Context: an optimization exercise on an open-source flow, tuned for small area, a short achievable clock period and few clock cycles per item. The choices shown serve that exercise and are no tape-out recipe.
Function was checked by simulation only, so behaviour that the tests miss may differ from the original.

==> run D: inputs <==
Design alu, start of the top module:
module alu (
    input  wire logic                            clock,
    input  wire logic                            arst_n,
    input  wire logic                            in_valid,
    output logic                                 in_ready,
    input  wire logic [3:0]                      op,
    input  wire alu_pkg::alu_word_t              operand_a,
    input  wire alu_pkg::alu_word_t              operand_b,
    input  wire logic [alu_pkg::shift_width-1:0] shift_amount,
    output logic                                 out_valid,
    input  wire logic                            out_ready,
    output alu_pkg::alu_word_t                   result,
    output logic                                 not_equal,
    output logic                                 less_than,
    output logic                                 overflow
);
    localparam int QD = 4;
    function automatic [4:0] msbpos(input [31:0] v);
        reg [15:0] n1; reg [15:0] p1;
        reg [7:0]  n2; reg [15:0] p2;
        reg [3:0]  n3; reg [11:0] p3;
        reg [1:0]  n4; reg [7:0]  p4;
        integer i;
        begin
            for (i = 0; i < 16; i = i + 1) begin
                n1[i] = v[2*i+1] | v[2*i];
                p1[i] = v[2*i+1];
            end
            for (i = 0; i < 8; i = i + 1) begin
                n2[i] = n1[2*i+1] | n1[2*i];
                p2[2*i +: 2] = n1[2*i+1] ? {1'b1, p1[2*i+1]} : {1'b0, p1[2*i]};
            end
            for (i = 0; i < 4; i = i + 1) begin
                n3[i] = n2[2*i+1] | n2[2*i];
                p3[3*i +: 3] = n2[2*i+1] ? {1'b1, p2[2*(2*i+1) +: 2]} : {1'b0, p2[2*(2*i) +: 2]};
            end
            for (i = 0; i < 2; i = i + 1) begin
                n4[i] = n3[2*i+1] | n3[2*i];
                p4[4*i +: 4] = n3[2*i+1] ? {1'b1, p3[3*(2*i+1) +: 3]} : {1'b0, p3[3*(2*i) +: 3]};
            end
            msbpos = n4[1] ? {1'b1, p4[7:4]} : {1'b0, p4[3:0]};
        end
    endfunction
    function automatic [4:0] onelen(input [31:0] x);
        reg [31:0] y;
        begin
            y = x ^ {32{x[31]}};
            onelen = msbpos({y[30:0], 1'b1});
        end
    endfunction
    function automatic pow2neg(input [31:0] x);
        reg [31:0] y;
        reg        m;
        integer i;
        begin
            y = ~x;
            m = x[31];
  ...
export LEC_CHECK = 0
export CAP_MARGIN = 20
export CORE_MARGIN = 2
export CORE_UTILIZATION = 60
export SETUP_SLACK_MARGIN = 4.2
export SLEW_MARGIN = 20
create_clock -name core_clock -period 8.0 [get_ports {clock}]
run.sh (not shown) runs the stock make flow with config.mk's settings and CLKGATE_MAP_FILE= SYNTH_SCRIPT=/design/flow/synth_recipe.tcl, a recipe that flattens the netlist after the stock synthesis.
==> inputs of run H, as changes to run D <==
--- a/flow/design.v
+++ b/flow/design.v
@@ -61,124 +61,103 @@
 `default_nettype none
 module multiplier (
     input  wire logic        clock,
     input  wire logic        arst_n,
     input  wire logic        start,       
     input  wire logic [31:0] mag_a,
     input  wire logic [31:0] mag_b,
-    input  wire logic [4:0]  len_a,       
-    input  wire logic [4:0]  len_b,       
-    input  wire logic        ext_a,       
-    input  wire logic        ext_b,
+    input  wire logic [3:0]  dig_a,       
+    input  wire logic [3:0]  dig_b,
     input  wire logic        sign,        
     input  wire logic        take,        
     output logic             busy,        
     output logic             ready,       
     output logic [31:0]      res,
     output logic             ovf
 );
     typedef enum logic [1:0] {S_IDLE, S_STEP, S_DONE} st_e;
     st_e st;
     logic [31:0] mcand, mplier;
     logic [3:0]  cnt;
     logic [31:0] s_q, c_q;
     logic        sticky, neg;
-    logic [7:0]  d;
-    logic [31:0] x [10];
-    logic [7:0]  hi [10];     
-    logic        up_q;        
+    localparam int W = 42;
+    logic [7:0]   d;
+    logic [W-1:0] x [10];
+    logic [W-33:0] up_q;     
     assign d = mplier[31:24];
-    assign x[0]  = {s_q[23:0], 8'b0};
-    assign hi[0] = s_q[31:24];
-    assign x[1]  = {c_q[23:0], 8'b0};
-    assign hi[1] = c_q[31:24];
+    assign x[0] = {2'b0, s_q, 8'b0};
+    assign x[1] = {2'b0, c_q, 8'b0};
     for (genvar i = 0; i < 8; i++) begin : g_pp
-        logic [39:0] pp;
-        assign pp      = {8'b0, mcand & {32{d[i]}}} << i;
-        assign x[2+i]  = pp[31:0];
-        assign hi[2+i] = pp[39:32];
+        assign x[2+i] = {{(W-32){1'b0}}, mcand & {32{d[i]}}} << i;
     end
-    logic [31:0] a0, a1, a2, a3, a4, a5, b0, b1, b2, b3, c0, c1, e0, e1, f0, f1;
-    logic [7:0]  drop;
+    logic [W-1:0] a0, a1, a2, a3, a4, a5, b0, b1, b2, b3, c0, c1, e0, e1, f0, f1;
     assign a0 = x[2] ^ x[3] ^ x[4];
-    assign {drop[0], a1} = {((x[2] & x[3]) | (x[2] & x[4]) | (x[3] & x[4])), 1'b0};
+    assign a1 = ((x[2] & x[3]) | (x[2] & x[4]) | (x[3] & x[4])) << 1;
     assign a2 = x[5] ^ x[6] ^ x[7];
-    assign {drop[1], a3} = {((x[5] & x[6]) | (x[5] & x[7]) | (x[6] & x[7])), 1'b0};
+    assign a3 = ((x[5] & x[6]) | (x[5] & x[7]) | (x[6] & x[7])) << 1;
     assign a4 = x[8] ^ x[9] ^ x[0];
-    assign {drop[2], a5} = {((x[8] & x[9]) | (x[8] & x[0]) | (x[9] & x[0])), 1'b0};
+    assign a5 = ((x[8] & x[9]) | (x[8] & x[0]) | (x[9] & x[0])) << 1;
     assign b0 = a0 ^ a1 ^ a2;
-    assign {drop[3], b1} = {((a0 & a1) | (a0 & a2) | (a1 & a2)), 1'b0};
+    assign b1 = ((a0 & a1) | (a0 & a2) | (a1 & a2)) << 1;
     assign b2 = a3 ^ a4 ^ a5;
-    assign {drop[4], b3} = {((a3 & a4) | (a3 & a5) | (a4 & a5)), 1'b0};
+    assign b3 = ((a3 & a4) | (a3 & a5) | (a4 & a5)) << 1;
     assign c0 = b0 ^ b1 ^ b2;
-    assign {drop[5], c1} = {((b0 & b1) | (b0 & b2) | (b1 & b2)), 1'b0};
+    assign c1 = ((b0 & b1) | (b0 & b2) | (b1 & b2)) << 1;
     assign e0 = c0 ^ c1 ^ b3;
-    assign {drop[6], e1} = {((c0 & c1) | (c0 & b3) | (c1 & b3)), 1'b0};
+    assign e1 = ((c0 & c1) | (c0 & b3) | (c1 & b3)) << 1;
     assign f0 = e0 ^ e1 ^ x[1];
-    assign {drop[7], f1} = {((e0 & e1) | (e0 & x[1]) | (e1 & x[1])), 1'b0};
-    logic up;
-    always_comb begin
-        up = |drop;
-        for (int i = 0; i < 10; i++) up = up | (|hi[i]);
-    end
-    logic        swap, nz_a, nz_b;
-    logic [4:0]  len_m;
-    logic        ext_m;
-    logic [5:0]  lm1;
-    logic [2:0]  n;
+    assign f1 = ((e0 & e1) | (e0 & x[1]) | (e1 & x[1])) << 1;
+    logic        swap;
+    logic [3:0]  n;
     logic [31:0] mpl_sel;
-    assign swap    = (len_a < len_b);
-    assign nz_a    = (len_a != 5'd0) || ext_a;
-    assign nz_b    = (len_b != 5'd0) || ext_b;
-    assign len_m   = swap ? len_a : len_b;
-    assign ext_m   = swap ? ext_a : ext_b;
-    assign lm1     = {1'b0, len_m} + {5'd0, ext_m} - 6'd1;
-    assign n       = {swap ? nz_a : nz_b, lm1[4:3]};
+    assign swap    = (dig_a < dig_b);
+    assign n       = swap ? dig_a : dig_b;
     assign mpl_sel = swap ? mag_a : mag_b;
     logic [33:0] xs, xc, hs, hc, t;
-    assign xs = {{2{neg}}, s_q};
-    assign xc = {{2{neg}}, c_q};
+    assign xs = {2'b00, s_q} ^ {34{neg}};
+    assign xc = {2'b00, c_q} ^ {34{neg}};
     assign hs = xs ^ xc ^ {32'd0, neg, 1'b0};
     assign hc = ((xs & xc) | ({32'd0, neg, 1'b0} & (xs ^ xc))) << 1;
     assign t  = hs + hc;
     assign busy  = (st != S_IDLE);
     assign ready = (st == S_DONE);
     assign res   = t[31:0];
-    assign ovf   = sticky || up_q || (neg ? !(&t[33:31]) : (t[32] || t[31]));
+    assign ovf   = sticky || (|up_q) || (neg ? !(&t[33:31]) : (t[32] || t[31]));
     always_ff @(posedge clock or negedge arst_n) begin
         if (!arst_n) begin
             st <= S_IDLE;
         end else begin
             case (st)
-                S_IDLE: if (start) st <= n[2] ? S_STEP : S_DONE;
+                S_IDLE: if (start) st <= n[3] ? S_STEP : S_DONE;
                 S_STEP: if (cnt[1:0] == 2'd0) st <= S_DONE;
                 S_DONE: if (take) st <= S_IDLE;
                 default: st <= S_IDLE;
             endcase
         end
     end
     always_ff @(posedge clock) begin
         case (st)
             S_IDLE: begin
                 mcand  <= swap ? mag_b : mag_a;
-                mplier <= mpl_sel << {~n[1:0], 3'b000};
-                cnt    <= {2'b00, n[1:0]};
-                neg    <= sign && nz_a && nz_b;
+                mplier <= mpl_sel << {~n[2:1], 3'b000};
+                cnt    <= {n[3], 1'b0, n[2:1]};
+                neg    <= sign && n[3];
                 s_q    <= '0;
                 c_q    <= '0;
                 sticky <= 1'b0;
-                up_q   <= 1'b0;
+                up_q   <= '0;
             end
             S_STEP: begin
                 mplier <= mplier << 8;
                 cnt    <= cnt - 4'd1;
-                s_q    <= f0[31:0] ^ {32{neg && (cnt[1:0] == 2'd0)}};
-                c_q    <= f1[31:0] ^ {32{neg && (cnt[1:0] == 2'd0)}};
-                up_q   <= up;
-                sticky <= sticky | up_q;
+                s_q    <= f0[31:0];
+                c_q    <= f1[31:0];
+                up_q   <= f0[W-1:32] | f1[W-1:32];
+                sticky <= sticky | (|up_q);
             end
             default: begin
                 mplier <= mplier << 8;
                 cnt    <= cnt - 4'd1;
             end
         endcase
     end
@@ -330,14 +309,41 @@
         begin
             y = ~x;
             m = x[31];
             for (i = 0; i < 31; i = i + 1) m = m & (y[i] | !y[i+1]);
             pow2neg = m;
         end
     endfunction
+    function automatic [3:0] hexdig(input [31:0] x);
+        reg [31:0] y;
+        reg [7:0]  nz, ff, lowf, highz, m;
+        integer i;
+        begin
+            y = x ^ {32{x[31]}};
+            for (i = 0; i < 8; i = i + 1) begin
+                nz[i] = |y[4*i +: 4];
+                ff[i] = &y[4*i +: 4];
+            end
+            lowf[0] = 1'b1;
+            for (i = 1; i < 8; i = i + 1) lowf[i] = lowf[i-1] & ff[i-1];
+            highz[7] = !nz[7];
+            for (i = 6; i >= 0; i = i - 1) highz[i] = highz[i+1] & !nz[i];
+            m = nz | ({8{x[31]}} & lowf & highz);
+            hexdig[3] = |m;
+            if (|m[7:4]) begin
+                hexdig[2] = 1'b1;
+                if (|m[7:6]) hexdig[1:0] = {1'b1, m[7]};
+                else         hexdig[1:0] = {1'b0, m[5]};
+            end else begin
+                hexdig[2] = 1'b0;
+                if (|m[3:2]) hexdig[1:0] = {1'b1, m[3]};
+                else         hexdig[1:0] = {1'b0, m[1]};
+            end
+        end
+    endfunction
     function automatic [31:0] cond_neg(input [31:0] x, input s);
         reg [31:0] p;
         integer l, i;
         begin
             p = x;
             for (l = 0; l < 5; l = l + 1)
                 for (i = 0; i < 32; i = i + 1)
@@ -345,14 +351,15 @@
             cond_neg = x ^ ({p[30:0], 1'b0} & {32{s}});
         end
     endfunction
     logic        xv;
     logic [31:0] xa, xb;
     logic [4:0]  xsh;
     logic        x_add, x_sub, x_and, x_or, x_xor, x_sll, x_sh, is_mul, is_div;
+    logic [3:0]  x_ha, x_hb;
     logic [4:0]  x_la, x_lb;
     logic        x_ca, x_cb;
     logic        x_bz, x_dflag;
     logic x_go;
     always_ff @(posedge clock or negedge arst_n) begin
         if (!arst_n) xv <= 1'b0;
         else if (in_ready) xv <= in_valid;
@@ -367,14 +374,16 @@
             x_and  <= (op == 4'd2);
             x_or   <= (op == 4'd3);
             x_xor  <= (op == 4'd8);
             x_sll  <= (op == 4'd4);
             x_sh   <= (op == 4'd4) || (op == 4'd5);
             is_mul <= (op == 4'd6);
             is_div <= (op == 4'd7);
+            x_ha   <= hexdig(operand_a);
+            x_hb   <= hexdig(operand_b);
             x_la   <= onelen(operand_a);
             x_lb   <= onelen(operand_b);
             x_ca   <= pow2neg(operand_a);
             x_cb   <= pow2neg(operand_b);
             x_bz   <= (operand_b == 32'd0);
             x_dflag <= (operand_b == 32'd0) || ((operand_a == 32'h80000000) && (&operand_b));
         end
@@ -448,15 +457,15 @@
     always_ff @(posedge clock or negedge arst_n) begin
         if (!arst_n) in_ready <= 1'b0;
         else in_ready <= !xv_n || (!full_n && (ismul_n ? !mul_n : isdiv_n ? !div_n : 1'b1));
     end
     multiplier u_mul (
         .clock(clock), .arst_n(arst_n),
         .start(x_go && is_mul),
-        .mag_a(mag_a), .mag_b(mag_b), .len_a(x_la), .len_b(x_lb), .ext_a(x_ca), .ext_b(x_cb),
+        .mag_a(mag_a), .mag_b(mag_b), .dig_a(x_ha), .dig_b(x_hb),
         .sign(sa ^ sb), .take(take_mul),
         .busy(mul_busy), .ready(mul_ready), .res(mul_res), .ovf(mul_ovf)
     );
     divider u_div (
         .clock(clock), .arst_n(arst_n),
         .start(x_go && is_div),
         .mag_a(mag_a), .mag_b(mag_b), .len_a(x_la), .len_b(x_lb),
==> flow/config.mk (replaced) <==
export PLATFORM = sky130hd
export DESIGN_NAME = alu
export DESIGN_NICKNAME = alu
export VERILOG_FILES = /design/flow/design.v
export SDC_FILE = /design/flow/constraint.sdc
export NUM_CORES = 4
export LEC_CHECK = 0
export CAP_MARGIN = 20
export CORE_MARGIN = 2
export CORE_UTILIZATION = 70
export SETUP_SLACK_MARGIN = 4.2
export SLEW_MARGIN = 20
==> comparison table <==
metric                                                                                    run D                    run H
Fraction of layout cells with a size suffix above 1                                       0.145                    0.130
Starting Density                                                                          0.606                    0.710
Die Wd                                                                                   281 um                   265 um
Sequential fraction of the synthesis area                                                 0.322                    0.320
Source-to-sink clock delay at the later pin of the worst-skew pair                      0.68 ns                  0.71 ns
Routed wire per std cell                                                                24.1 um                  25.4 um
Post-synthesis net count                                                                  5,567                    5,753
Via total after detailed routing                                                         39,500                   42,100
Routed met3 length                                                                      13.9 mm                  19.4 mm
First-iteration detailed-routing DRC count                                                4,704                    6,263
Async SR Flop Fraction                                                                   0.0269                   0.0261
CTS-repair resized insts                                                                    185                      161
Worst flop-to-flop path endpoint                                    u_mul.s_q[22]$_SDFFCE_PN0P_  u_div.rem[17]$_DFFE_PP_
Worst hold stages                                                                             2                        1
Number of iterations in the first detailed-routing pass                                       8                        7
Rows                                                                                        101                       95
Worst path setup slack after routing                                                    3.97 ns                  3.90 ns
Run status                                                     no timing/DRC/antenna violations  no timing/DRC/antenna violations
Worst path buffer plus inverter count                                                         4                        5
Placer's final routability congestion estimate                                            0.972                     1.07
Number of synthesized flops with an enable pin                                              433                      449
Testbench counts of run D, summed over its fixed seeds: cycles 34,713, items 24,000.
Testbench counts of run H, summed over its fixed seeds: cycles 34,713, items 24,000.

* * *

==> inputs of build 27 <==
Another version of the RTL of alu (not shown whole).
Settings: LEC_CHECK=0, CAP_MARGIN=20, CORE_MARGIN=2, CORE_UTILIZATION=60, SETUP_SLACK_MARGIN=4.0, SLEW_MARGIN=20; clock period 8.0 ns.
==> inputs of build 29, as changes to build 27 <==
--- a/flow/design.v
+++ b/flow/design.v
@@ -140,88 +140,106 @@
             S_STEP: begin
                 mplier <= mplier << 4;
                 cnt    <= cnt - 4'd1;
                 s_q    <= l4s[31:0];
                 c_q    <= l4c[31:0];
                 sticky <= sticky | (|l4s[37:32]) | (|l4c[37:32]);
             end
-            default: ;
+            default: begin
+                mplier <= mplier << 4;
+                cnt    <= cnt - 4'd1;
+            end
         endcase
     end
 endmodule
 `default_nettype wire
 `default_nettype none
 module divider (
     input  wire logic        clock,
     input  wire logic        arst_n,
     input  wire logic        start,
     input  wire logic [31:0] mag_a,
     input  wire logic [31:0] mag_b,
     input  wire logic [4:0]  len_a,       
     input  wire logic [4:0]  len_b,       
+    input  wire logic        ext_a,       
+    input  wire logic        ext_b,
     input  wire logic        b_zero,
     input  wire logic        sign,
-    input  wire logic        neg_a,       
     input  wire logic        flag,        
     input  wire logic        take,
     output logic             busy,
     output logic             ready,
     output logic [31:0]      mag,
     output logic             neg,
     output logic             ovf
 );
     typedef enum logic [1:0] {S_IDLE, S_STEP, S_DONE} st_e;
     st_e st;
     logic [31:0] rem, q;
     logic [32:0] dv;
-    logic [5:0]  cnt;
-    logic [33:0] trial;
+    logic [4:0]  cnt;
     logic [6:0]  diff;
     logic        none;
     logic [4:0]  k;
-    assign diff = {2'b0, len_a} + {6'd0, neg_a} - {2'b0, len_b};
+    assign diff = ({2'b0, len_a} + {6'd0, ext_a}) - ({2'b0, len_b} + {6'd0, ext_b});
     assign none = diff[6] || b_zero;
-    assign k    = diff[5] ? 5'd31 : diff[4:0];
-    assign trial = {2'b0, rem} - {1'b0, dv};
+    assign k    = diff[4:0] | 5'd1;
+    logic [32:0] h;
+    logic [33:0] t1, t2a;
+    logic [34:0] xs, xy, xz, cs, cc, t2b;
+    logic        b1, b2;
+    assign h   = {1'b0, dv[32:1]};
+    assign t1  = {2'b0, rem} - {1'b0, dv};
+    assign t2a = {2'b0, rem} - {1'b0, h};
+    assign xs  = {3'b0, rem};
+    assign xy  = ~{2'b0, dv};
+    assign xz  = ~{2'b0, h};
+    assign cs  = xs ^ xy ^ xz;
+    assign cc  = {((xs[33:0] & xy[33:0]) | (xs[33:0] & xz[33:0]) | (xy[33:0] & xz[33:0])), 1'b1};
+    logic [35:0] t2w;
+    assign t2w = {cs, 1'b1} + {cc, 1'b1};
+    assign t2b = t2w[35:1];
+    assign b1  = !t1[33];
+    assign b2  = b1 ? !t2b[34] : !t2a[33];
     assign busy  = (st != S_IDLE);
     assign ready = (st == S_DONE);
     assign mag   = q;
     always_ff @(posedge clock or negedge arst_n) begin
         if (!arst_n) begin
             st <= S_IDLE;
         end else begin
             case (st)
                 S_IDLE: if (start) st <= none ? S_DONE : S_STEP;
-                S_STEP: if (cnt == 6'd1) st <= S_DONE;
+                S_STEP: if (cnt == 5'd1) st <= S_DONE;
                 S_DONE: if (take) st <= S_IDLE;
                 default: st <= S_IDLE;
             endcase
         end
     end
     always_ff @(posedge clock) begin
         case (st)
             S_IDLE: begin
                 rem <= mag_a;
                 dv  <= {1'b0, mag_b} << k;
-                cnt <= {1'b0, k} + 6'd1;
+                cnt <= {1'b0, k[4:1]} + 5'd1;
                 q   <= '0;
                 neg <= sign;
                 ovf <= flag;
             end
             S_STEP: begin
-                cnt <= cnt - 6'd1;
-                dv  <= dv >> 1;
-                if (!trial[33]) begin
-                    rem <= trial[31:0];
-                    q   <= {q[30:0], 1'b1};
-                end else begin
-                    q   <= {q[30:0], 1'b0};
-                end
+                cnt <= cnt - 5'd1;
+                dv  <= dv >> 2;
+                rem <= b1 ? (b2 ? t2b[31:0] : t1[31:0]) : (b2 ? t2a[31:0] : rem);
+                q   <= {q[29:0], b1, b2};
+            end
+            default: begin
+                cnt <= cnt - 5'd1;
+                dv  <= dv >> 2;
             end
-            default: ;
         endcase
     end
 endmodule
 `default_nettype wire
 `default_nettype none
 module alu (
     input  wire logic                            clock,
@@ -269,14 +287,25 @@
     function automatic [4:0] onelen(input [31:0] x);
         reg [31:0] y;
         begin
             y = x ^ {32{x[31]}};
             onelen = msbpos({y[30:0], 1'b1});
         end
     endfunction
+    function automatic pow2neg(input [31:0] x);
+        reg [31:0] y;
+        reg        m;
+        integer i;
+        begin
+            y = ~x;
+            m = x[31];
+            for (i = 0; i < 31; i = i + 1) m = m & (y[i] | !y[i+1]);
+            pow2neg = m;
+        end
+    endfunction
     function automatic [3:0] hexdig(input [31:0] x);
         reg [31:0] y;
         reg [7:0]  nz, ff, lowf, highz, m;
         integer i;
         begin
             y = x ^ {32{x[31]}};
             for (i = 0; i < 8; i = i + 1) begin
@@ -296,20 +325,32 @@
             end else begin
                 hexdig[2] = 1'b0;
                 if (|m[3:2]) hexdig[1:0] = {1'b1, m[3]};
                 else         hexdig[1:0] = {1'b0, m[1]};
             end
         end
     endfunction
+    function automatic [31:0] cond_neg(input [31:0] x, input s);
+        reg [31:0] p;
+        integer l, i;
+        begin
+            p = x;
+            for (l = 0; l < 5; l = l + 1)
+                for (i = 0; i < 32; i = i + 1)
+                    if ((i >> l) & 1) p[i] = p[i] | p[((i >> l) << l) - 1];
+            cond_neg = x ^ ({p[30:0], 1'b0} & {32{s}});
+        end
+    endfunction
     logic        xv;
     logic [31:0] xa, xb;
     logic [4:0]  xsh;
     logic        x_add, x_sub, x_and, x_or, x_xor, x_sll, x_sh, is_mul, is_div;
     logic [3:0]  x_ha, x_hb;
     logic [4:0]  x_la, x_lb;
+    logic        x_ca, x_cb;
     logic        x_bz, x_dflag;
     logic x_go;
     always_ff @(posedge clock or negedge arst_n) begin
         if (!arst_n) xv <= 1'b0;
         else if (in_ready) xv <= in_valid;
     end
     always_ff @(posedge clock) begin
@@ -326,14 +367,16 @@
             x_sh   <= (op == 4'd4) || (op == 4'd5);
             is_mul <= (op == 4'd6);
             is_div <= (op == 4'd7);
             x_ha   <= hexdig(operand_a);
             x_hb   <= hexdig(operand_b);
             x_la   <= onelen(operand_a);
             x_lb   <= onelen(operand_b);
+            x_ca   <= pow2neg(operand_a);
+            x_cb   <= pow2neg(operand_b);
             x_bz   <= (operand_b == 32'd0);
             x_dflag <= (operand_b == 32'd0) || ((operand_a == 32'h80000000) && (&operand_b));
         end
     end
     logic [31:0] sum;
     logic [32:0] sum_w;
     logic        add_ovf;
@@ -350,16 +393,16 @@
                       | ({35{x_or}}  & {xa | xb, 3'b000})
                       | ({35{x_xor}} & {xa ^ xb, 3'b000})
                       | ({35{x_sh}}  & {shifted, 3'b000});
     logic        sa, sb;
     logic [31:0] mag_a, mag_b;
     assign sa = xa[31];
     assign sb = xb[31];
-    assign mag_a = (xa ^ {32{sa}}) + {31'd0, sa};
-    assign mag_b = (xb ^ {32{sb}}) + {31'd0, sb};
+    assign mag_a = cond_neg(xa, sa);
+    assign mag_b = cond_neg(xb, sb);
     logic [1:0]  q_kind [QD];
     logic [34:0] q_data [QD];
     logic [1:0]  q_head, q_tail;
     logic [2:0]  q_cnt;
     logic        mul_busy, mul_ready, mul_ovf;
     logic [31:0] mul_res;
     logic        div_busy, div_ready, div_neg, div_ovf;
@@ -411,19 +454,19 @@
         .sign(sa ^ sb), .take(take_mul),
         .busy(mul_busy), .ready(mul_ready), .res(mul_res), .ovf(mul_ovf)
     );
     divider u_div (
         .clock(clock), .arst_n(arst_n),
         .start(x_go && is_div),
         .mag_a(mag_a), .mag_b(mag_b), .len_a(x_la), .len_b(x_lb),
-        .b_zero(x_bz), .sign(sa ^ sb), .neg_a(sa), .flag(x_dflag), .take(take_div),
+        .b_zero(x_bz), .sign(sa ^ sb), .ext_a(x_ca), .ext_b(x_cb), .flag(x_dflag), .take(take_div),
         .busy(div_busy), .ready(div_ready), .mag(div_mag), .neg(div_neg), .ovf(div_ovf)
     );
     logic [31:0] div_res;
-    assign div_res = (div_mag ^ {32{div_neg}}) + {31'd0, div_neg};
+    assign div_res = cond_neg(div_mag, div_neg);
     always_ff @(posedge clock or negedge arst_n) begin
         if (!arst_n) out_valid <= 1'b0;
         else if (!out_valid || out_ready) out_valid <= h_ready;
     end
     always_ff @(posedge clock) begin
         if (o_load) begin
             case (h_kind)
==> inputs of trial 30, as changes to build 27 <==
--- a/flow/design.v
+++ b/flow/design.v
@@ -76,32 +76,41 @@
 );
     typedef enum logic [1:0] {S_IDLE, S_STEP, S_DONE} st_e;
     st_e st;
     logic [31:0] mcand, mplier;
     logic [3:0]  cnt;
     logic [31:0] s_q, c_q;
     logic        sticky, neg;
-    logic [3:0]  d;
-    logic [37:0] x0, x1, x2, x3, x4, x5;
-    logic [37:0] l1s, l1c, l2s, l2c, l3s, l3c, l4s, l4c;
-    assign d  = mplier[31:28];
-    assign x0 = {2'b0, s_q, 4'b0};
-    assign x1 = {2'b0, c_q, 4'b0};
-    assign x2 = {6'b0, mcand & {32{d[0]}}};
-    assign x3 = {5'b0, mcand & {32{d[1]}}, 1'b0};
-    assign x4 = {4'b0, mcand & {32{d[2]}}, 2'b0};
-    assign x5 = {3'b0, mcand & {32{d[3]}}, 3'b0};
-    assign l1s = x0 ^ x1 ^ x2;
-    assign l1c = ((x0 & x1) | (x0 & x2) | (x1 & x2)) << 1;
-    assign l2s = x3 ^ x4 ^ x5;
-    assign l2c = ((x3 & x4) | (x3 & x5) | (x4 & x5)) << 1;
-    assign l3s = l1s ^ l1c ^ l2s;
-    assign l3c = ((l1s & l1c) | (l1s & l2s) | (l1c & l2s)) << 1;
-    assign l4s = l3s ^ l3c ^ l2c;
-    assign l4c = ((l3s & l3c) | (l3s & l2c) | (l3c & l2c)) << 1;
+    localparam int W = 42;
+    logic [7:0]   d;
+    logic [W-1:0] x [10];
+    logic [W-33:0] up_q;     
+    assign d = mplier[31:24];
+    assign x[0] = {2'b0, s_q, 8'b0};
+    assign x[1] = {2'b0, c_q, 8'b0};
+    for (genvar i = 0; i < 8; i++) begin : g_pp
+        assign x[2+i] = {{(W-32){1'b0}}, mcand & {32{d[i]}}} << i;
+    end
+    logic [W-1:0] a0, a1, a2, a3, a4, a5, b0, b1, b2, b3, c0, c1, e0, e1, f0, f1;
+    assign a0 = x[2] ^ x[3] ^ x[4];
+    assign a1 = ((x[2] & x[3]) | (x[2] & x[4]) | (x[3] & x[4])) << 1;
+    assign a2 = x[5] ^ x[6] ^ x[7];
+    assign a3 = ((x[5] & x[6]) | (x[5] & x[7]) | (x[6] & x[7])) << 1;
+    assign a4 = x[8] ^ x[9] ^ x[0];
+    assign a5 = ((x[8] & x[9]) | (x[8] & x[0]) | (x[9] & x[0])) << 1;
+    assign b0 = a0 ^ a1 ^ a2;
+    assign b1 = ((a0 & a1) | (a0 & a2) | (a1 & a2)) << 1;
+    assign b2 = a3 ^ a4 ^ a5;
+    assign b3 = ((a3 & a4) | (a3 & a5) | (a4 & a5)) << 1;
+    assign c0 = b0 ^ b1 ^ b2;
+    assign c1 = ((b0 & b1) | (b0 & b2) | (b1 & b2)) << 1;
+    assign e0 = c0 ^ c1 ^ b3;
+    assign e1 = ((c0 & c1) | (c0 & b3) | (c1 & b3)) << 1;
+    assign f0 = e0 ^ e1 ^ x[1];
+    assign f1 = ((e0 & e1) | (e0 & x[1]) | (e1 & x[1])) << 1;
     logic        swap;
     logic [3:0]  n;
     logic [31:0] mpl_sel;
     assign swap    = (dig_a < dig_b);
     assign n       = swap ? dig_a : dig_b;
     assign mpl_sel = swap ? mag_a : mag_b;
     logic [33:0] xs, xc, hs, hc, t;
@@ -109,119 +118,139 @@
     assign xc = {2'b00, c_q} ^ {34{neg}};
     assign hs = xs ^ xc ^ {32'd0, neg, 1'b0};
     assign hc = ((xs & xc) | ({32'd0, neg, 1'b0} & (xs ^ xc))) << 1;
     assign t  = hs + hc;
     assign busy  = (st != S_IDLE);
     assign ready = (st == S_DONE);
     assign res   = t[31:0];
-    assign ovf   = sticky || (neg ? !(&t[33:31]) : (t[32] || t[31]));
+    assign ovf   = sticky || (|up_q) || (neg ? !(&t[33:31]) : (t[32] || t[31]));
     always_ff @(posedge clock or negedge arst_n) begin
         if (!arst_n) begin
             st <= S_IDLE;
         end else begin
             case (st)
                 S_IDLE: if (start) st <= n[3] ? S_STEP : S_DONE;
-                S_STEP: if (cnt[2:0] == 3'd0) st <= S_DONE;
+                S_STEP: if (cnt[1:0] == 2'd0) st <= S_DONE;
                 S_DONE: if (take) st <= S_IDLE;
                 default: st <= S_IDLE;
             endcase
         end
     end
     always_ff @(posedge clock) begin
         case (st)
             S_IDLE: begin
                 mcand  <= swap ? mag_b : mag_a;
-                mplier <= mpl_sel << {~n[2:0], 2'b00};
-                cnt    <= n;
+                mplier <= mpl_sel << {~n[2:1], 3'b000};
+                cnt    <= {n[3], 1'b0, n[2:1]};
                 neg    <= sign && n[3];
                 s_q    <= '0;
                 c_q    <= '0;
                 sticky <= 1'b0;
+                up_q   <= '0;
             end
             S_STEP: begin
-                mplier <= mplier << 4;
+                mplier <= mplier << 8;
+                cnt    <= cnt - 4'd1;
+                s_q    <= f0[31:0];
+                c_q    <= f1[31:0];
+                up_q   <= f0[W-1:32] | f1[W-1:32];
+                sticky <= sticky | (|up_q);
+            end
+            default: begin
+                mplier <= mplier << 8;
                 cnt    <= cnt - 4'd1;
-                s_q    <= l4s[31:0];
-                c_q    <= l4c[31:0];
-                sticky <= sticky | (|l4s[37:32]) | (|l4c[37:32]);
             end
-            default: ;
         endcase
     end
 endmodule
 `default_nettype wire
 `default_nettype none
 module divider (
     input  wire logic        clock,
     input  wire logic        arst_n,
     input  wire logic        start,
     input  wire logic [31:0] mag_a,
     input  wire logic [31:0] mag_b,
     input  wire logic [4:0]  len_a,       
     input  wire logic [4:0]  len_b,       
+    input  wire logic        ext_a,       
+    input  wire logic        ext_b,
     input  wire logic        b_zero,
     input  wire logic        sign,
-    input  wire logic        neg_a,       
     input  wire logic        flag,        
     input  wire logic        take,
     output logic             busy,
     output logic             ready,
     output logic [31:0]      mag,
     output logic             neg,
     output logic             ovf
 );
     typedef enum logic [1:0] {S_IDLE, S_STEP, S_DONE} st_e;
     st_e st;
     logic [31:0] rem, q;
     logic [32:0] dv;
-    logic [5:0]  cnt;
-    logic [33:0] trial;
+    logic [4:0]  cnt;
     logic [6:0]  diff;
     logic        none;
     logic [4:0]  k;
-    assign diff = {2'b0, len_a} + {6'd0, neg_a} - {2'b0, len_b};
+    assign diff = ({2'b0, len_a} + {6'd0, ext_a}) - ({2'b0, len_b} + {6'd0, ext_b});
     assign none = diff[6] || b_zero;
-    assign k    = diff[5] ? 5'd31 : diff[4:0];
-    assign trial = {2'b0, rem} - {1'b0, dv};
+    assign k    = diff[4:0] | 5'd1;
+    logic [32:0] h;
+    logic [33:0] t1, t2a;
+    logic [34:0] xs, xy, xz, cs, cc, t2b;
+    logic        b1, b2;
+    assign h   = {1'b0, dv[32:1]};
+    assign t1  = {2'b0, rem} - {1'b0, dv};
+    assign t2a = {2'b0, rem} - {1'b0, h};
+    assign xs  = {3'b0, rem};
+    assign xy  = ~{2'b0, dv};
+    assign xz  = ~{2'b0, h};
+    assign cs  = xs ^ xy ^ xz;
+    assign cc  = {((xs[33:0] & xy[33:0]) | (xs[33:0] & xz[33:0]) | (xy[33:0] & xz[33:0])), 1'b1};
+    logic [35:0] t2w;
+    assign t2w = {cs, 1'b1} + {cc, 1'b1};
+    assign t2b = t2w[35:1];
+    assign b1  = !t1[33];
+    assign b2  = b1 ? !t2b[34] : !t2a[33];
     assign busy  = (st != S_IDLE);
     assign ready = (st == S_DONE);
     assign mag   = q;
     always_ff @(posedge clock or negedge arst_n) begin
         if (!arst_n) begin
             st <= S_IDLE;
         end else begin
             case (st)
                 S_IDLE: if (start) st <= none ? S_DONE : S_STEP;
-                S_STEP: if (cnt == 6'd1) st <= S_DONE;
+                S_STEP: if (cnt == 5'd1) st <= S_DONE;
                 S_DONE: if (take) st <= S_IDLE;
                 default: st <= S_IDLE;
             endcase
         end
     end
     always_ff @(posedge clock) begin
         case (st)
             S_IDLE: begin
                 rem <= mag_a;
                 dv  <= {1'b0, mag_b} << k;
-                cnt <= {1'b0, k} + 6'd1;
+                cnt <= {1'b0, k[4:1]} + 5'd1;
                 q   <= '0;
                 neg <= sign;
                 ovf <= flag;
             end
             S_STEP: begin
-                cnt <= cnt - 6'd1;
-                dv  <= dv >> 1;
-                if (!trial[33]) begin
-                    rem <= trial[31:0];
-                    q   <= {q[30:0], 1'b1};
-                end else begin
-                    q   <= {q[30:0], 1'b0};
-                end
+                cnt <= cnt - 5'd1;
+                dv  <= dv >> 2;
+                rem <= b1 ? (b2 ? t2b[31:0] : t1[31:0]) : (b2 ? t2a[31:0] : rem);
+                q   <= {q[29:0], b1, b2};
+            end
+            default: begin
+                cnt <= cnt - 5'd1;
+                dv  <= dv >> 2;
             end
-            default: ;
         endcase
     end
 endmodule
 `default_nettype wire
 `default_nettype none
 module alu (
     input  wire logic                            clock,
@@ -269,14 +298,25 @@
     function automatic [4:0] onelen(input [31:0] x);
         reg [31:0] y;
         begin
             y = x ^ {32{x[31]}};
             onelen = msbpos({y[30:0], 1'b1});
         end
     endfunction
+    function automatic pow2neg(input [31:0] x);
+        reg [31:0] y;
+        reg        m;
+        integer i;
+        begin
+            y = ~x;
+            m = x[31];
+            for (i = 0; i < 31; i = i + 1) m = m & (y[i] | !y[i+1]);
+            pow2neg = m;
+        end
+    endfunction
     function automatic [3:0] hexdig(input [31:0] x);
         reg [31:0] y;
         reg [7:0]  nz, ff, lowf, highz, m;
         integer i;
         begin
             y = x ^ {32{x[31]}};
             for (i = 0; i < 8; i = i + 1) begin
@@ -296,20 +336,32 @@
             end else begin
                 hexdig[2] = 1'b0;
                 if (|m[3:2]) hexdig[1:0] = {1'b1, m[3]};
                 else         hexdig[1:0] = {1'b0, m[1]};
             end
         end
     endfunction
+    function automatic [31:0] cond_neg(input [31:0] x, input s);
+        reg [31:0] p;
+        integer l, i;
+        begin
+            p = x;
+            for (l = 0; l < 5; l = l + 1)
+                for (i = 0; i < 32; i = i + 1)
+                    if ((i >> l) & 1) p[i] = p[i] | p[((i >> l) << l) - 1];
+            cond_neg = x ^ ({p[30:0], 1'b0} & {32{s}});
+        end
+    endfunction
     logic        xv;
     logic [31:0] xa, xb;
     logic [4:0]  xsh;
     logic        x_add, x_sub, x_and, x_or, x_xor, x_sll, x_sh, is_mul, is_div;
     logic [3:0]  x_ha, x_hb;
     logic [4:0]  x_la, x_lb;
+    logic        x_ca, x_cb;
     logic        x_bz, x_dflag;
     logic x_go;
     always_ff @(posedge clock or negedge arst_n) begin
         if (!arst_n) xv <= 1'b0;
         else if (in_ready) xv <= in_valid;
     end
     always_ff @(posedge clock) begin
@@ -326,14 +378,16 @@
             x_sh   <= (op == 4'd4) || (op == 4'd5);
             is_mul <= (op == 4'd6);
             is_div <= (op == 4'd7);
             x_ha   <= hexdig(operand_a);
             x_hb   <= hexdig(operand_b);
             x_la   <= onelen(operand_a);
             x_lb   <= onelen(operand_b);
+            x_ca   <= pow2neg(operand_a);
+            x_cb   <= pow2neg(operand_b);
             x_bz   <= (operand_b == 32'd0);
             x_dflag <= (operand_b == 32'd0) || ((operand_a == 32'h80000000) && (&operand_b));
         end
     end
     logic [31:0] sum;
     logic [32:0] sum_w;
     logic        add_ovf;
@@ -350,16 +404,16 @@
                       | ({35{x_or}}  & {xa | xb, 3'b000})
                       | ({35{x_xor}} & {xa ^ xb, 3'b000})
                       | ({35{x_sh}}  & {shifted, 3'b000});
     logic        sa, sb;
     logic [31:0] mag_a, mag_b;
     assign sa = xa[31];
     assign sb = xb[31];
-    assign mag_a = (xa ^ {32{sa}}) + {31'd0, sa};
-    assign mag_b = (xb ^ {32{sb}}) + {31'd0, sb};
+    assign mag_a = cond_neg(xa, sa);
+    assign mag_b = cond_neg(xb, sb);
     logic [1:0]  q_kind [QD];
     logic [34:0] q_data [QD];
     logic [1:0]  q_head, q_tail;
     logic [2:0]  q_cnt;
     logic        mul_busy, mul_ready, mul_ovf;
     logic [31:0] mul_res;
     logic        div_busy, div_ready, div_neg, div_ovf;
@@ -411,19 +465,19 @@
         .sign(sa ^ sb), .take(take_mul),
         .busy(mul_busy), .ready(mul_ready), .res(mul_res), .ovf(mul_ovf)
     );
     divider u_div (
         .clock(clock), .arst_n(arst_n),
         .start(x_go && is_div),
         .mag_a(mag_a), .mag_b(mag_b), .len_a(x_la), .len_b(x_lb),
-        .b_zero(x_bz), .sign(sa ^ sb), .neg_a(sa), .flag(x_dflag), .take(take_div),
+        .b_zero(x_bz), .sign(sa ^ sb), .ext_a(x_ca), .ext_b(x_cb), .flag(x_dflag), .take(take_div),
         .busy(div_busy), .ready(div_ready), .mag(div_mag), .neg(div_neg), .ovf(div_ovf)
     );
     logic [31:0] div_res;
-    assign div_res = (div_mag ^ {32{div_neg}}) + {31'd0, div_neg};
+    assign div_res = cond_neg(div_mag, div_neg);
     always_ff @(posedge clock or negedge arst_n) begin
         if (!arst_n) out_valid <= 1'b0;
         else if (!out_valid || out_ready) out_valid <= h_ready;
     end
     always_ff @(posedge clock) begin
         if (o_load) begin
             case (h_kind)
==> run notes <==
Outcome: build 27 complete, no violations; build 29 complete, no violations; trial 30 complete, no violations
Final Net Count: build 27 4,983; build 29 5,257; trial 30 5,822
First-iteration detailed-routing DRC count: build 27 4,223; build 29 4,181; trial 30 4,356
Antenna violations before repair: build 27 3; build 29 4; trial 30 5
Final HPWL from detailed placement: build 27 100,700 µm; build 29 103,900 µm; trial 30 110,900 µm
Number of core rows: build 27 98; build 29 99; trial 30 103
Drt wl/cell: build 27 24.69 µm; build 29 24.88 µm; trial 30 23.57 µm
Global-route usage over all layers: build 27 36.23%; build 29 37.19%; trial 30 35.85%
Inverter count: build 27 340; build 29 356; trial 30 566
Number of cells in the design after placement: build 27 5,391; build 29 5,555; trial 30 6,101
CP Depth: build 27 13; build 29 16; trial 30 12
Die X: build 27 272.8 µm; build 29 274.7 µm; trial 30 286.3 µm
Testbench counts of build 27, summed over its fixed seeds: cycles 46,637, items 24,000.
Testbench counts of build 29, summed over its fixed seeds: cycles 39,525, items 24,000.
Testbench counts of trial 30, summed over its fixed seeds: cycles 34,713, items 24,000.

-- afterwards: timing with drivers on the ports --
Ports are ideal in the flow. The routed layouts listed here were re-timed in OpenROAD.
Step 1: set_driving_cell puts a clkbuf_16 on clock and a buf_2 on each other input, an assumption about the parent block.
Step 2 also shifts input and output timing later by t, the mid clock arrival at the registers, as if the neighbouring blocks saw the same clock.
Slacks: ideal ports / drivers / drivers and shift; pairs: ideal ports / drivers.
run	t, ns	setup slack, ns	latest minus earliest clock arrival (ns)	pins driven straight from the clock port
run D	0.711	3.969 / 3.969 / 3.749	0.070 / 0.069	1
run H	0.746	3.901 / 3.901 / 3.594	0.077 / 0.077	1
build 27	0.706	3.956 / 3.956 / 3.530	0.077 / 0.077	1
build 29	0.726	3.853 / 3.853 / 3.441	0.049 / 0.049	1
trial 30	0.713	4.030 / 4.030 / 3.573	0.110 / 0.110	1
After both steps setup and hold are still met in every run listed. The setup slack of trial 30, which loses most, moves by 0.000 ns with the drivers and by -0.457 ns with both steps.
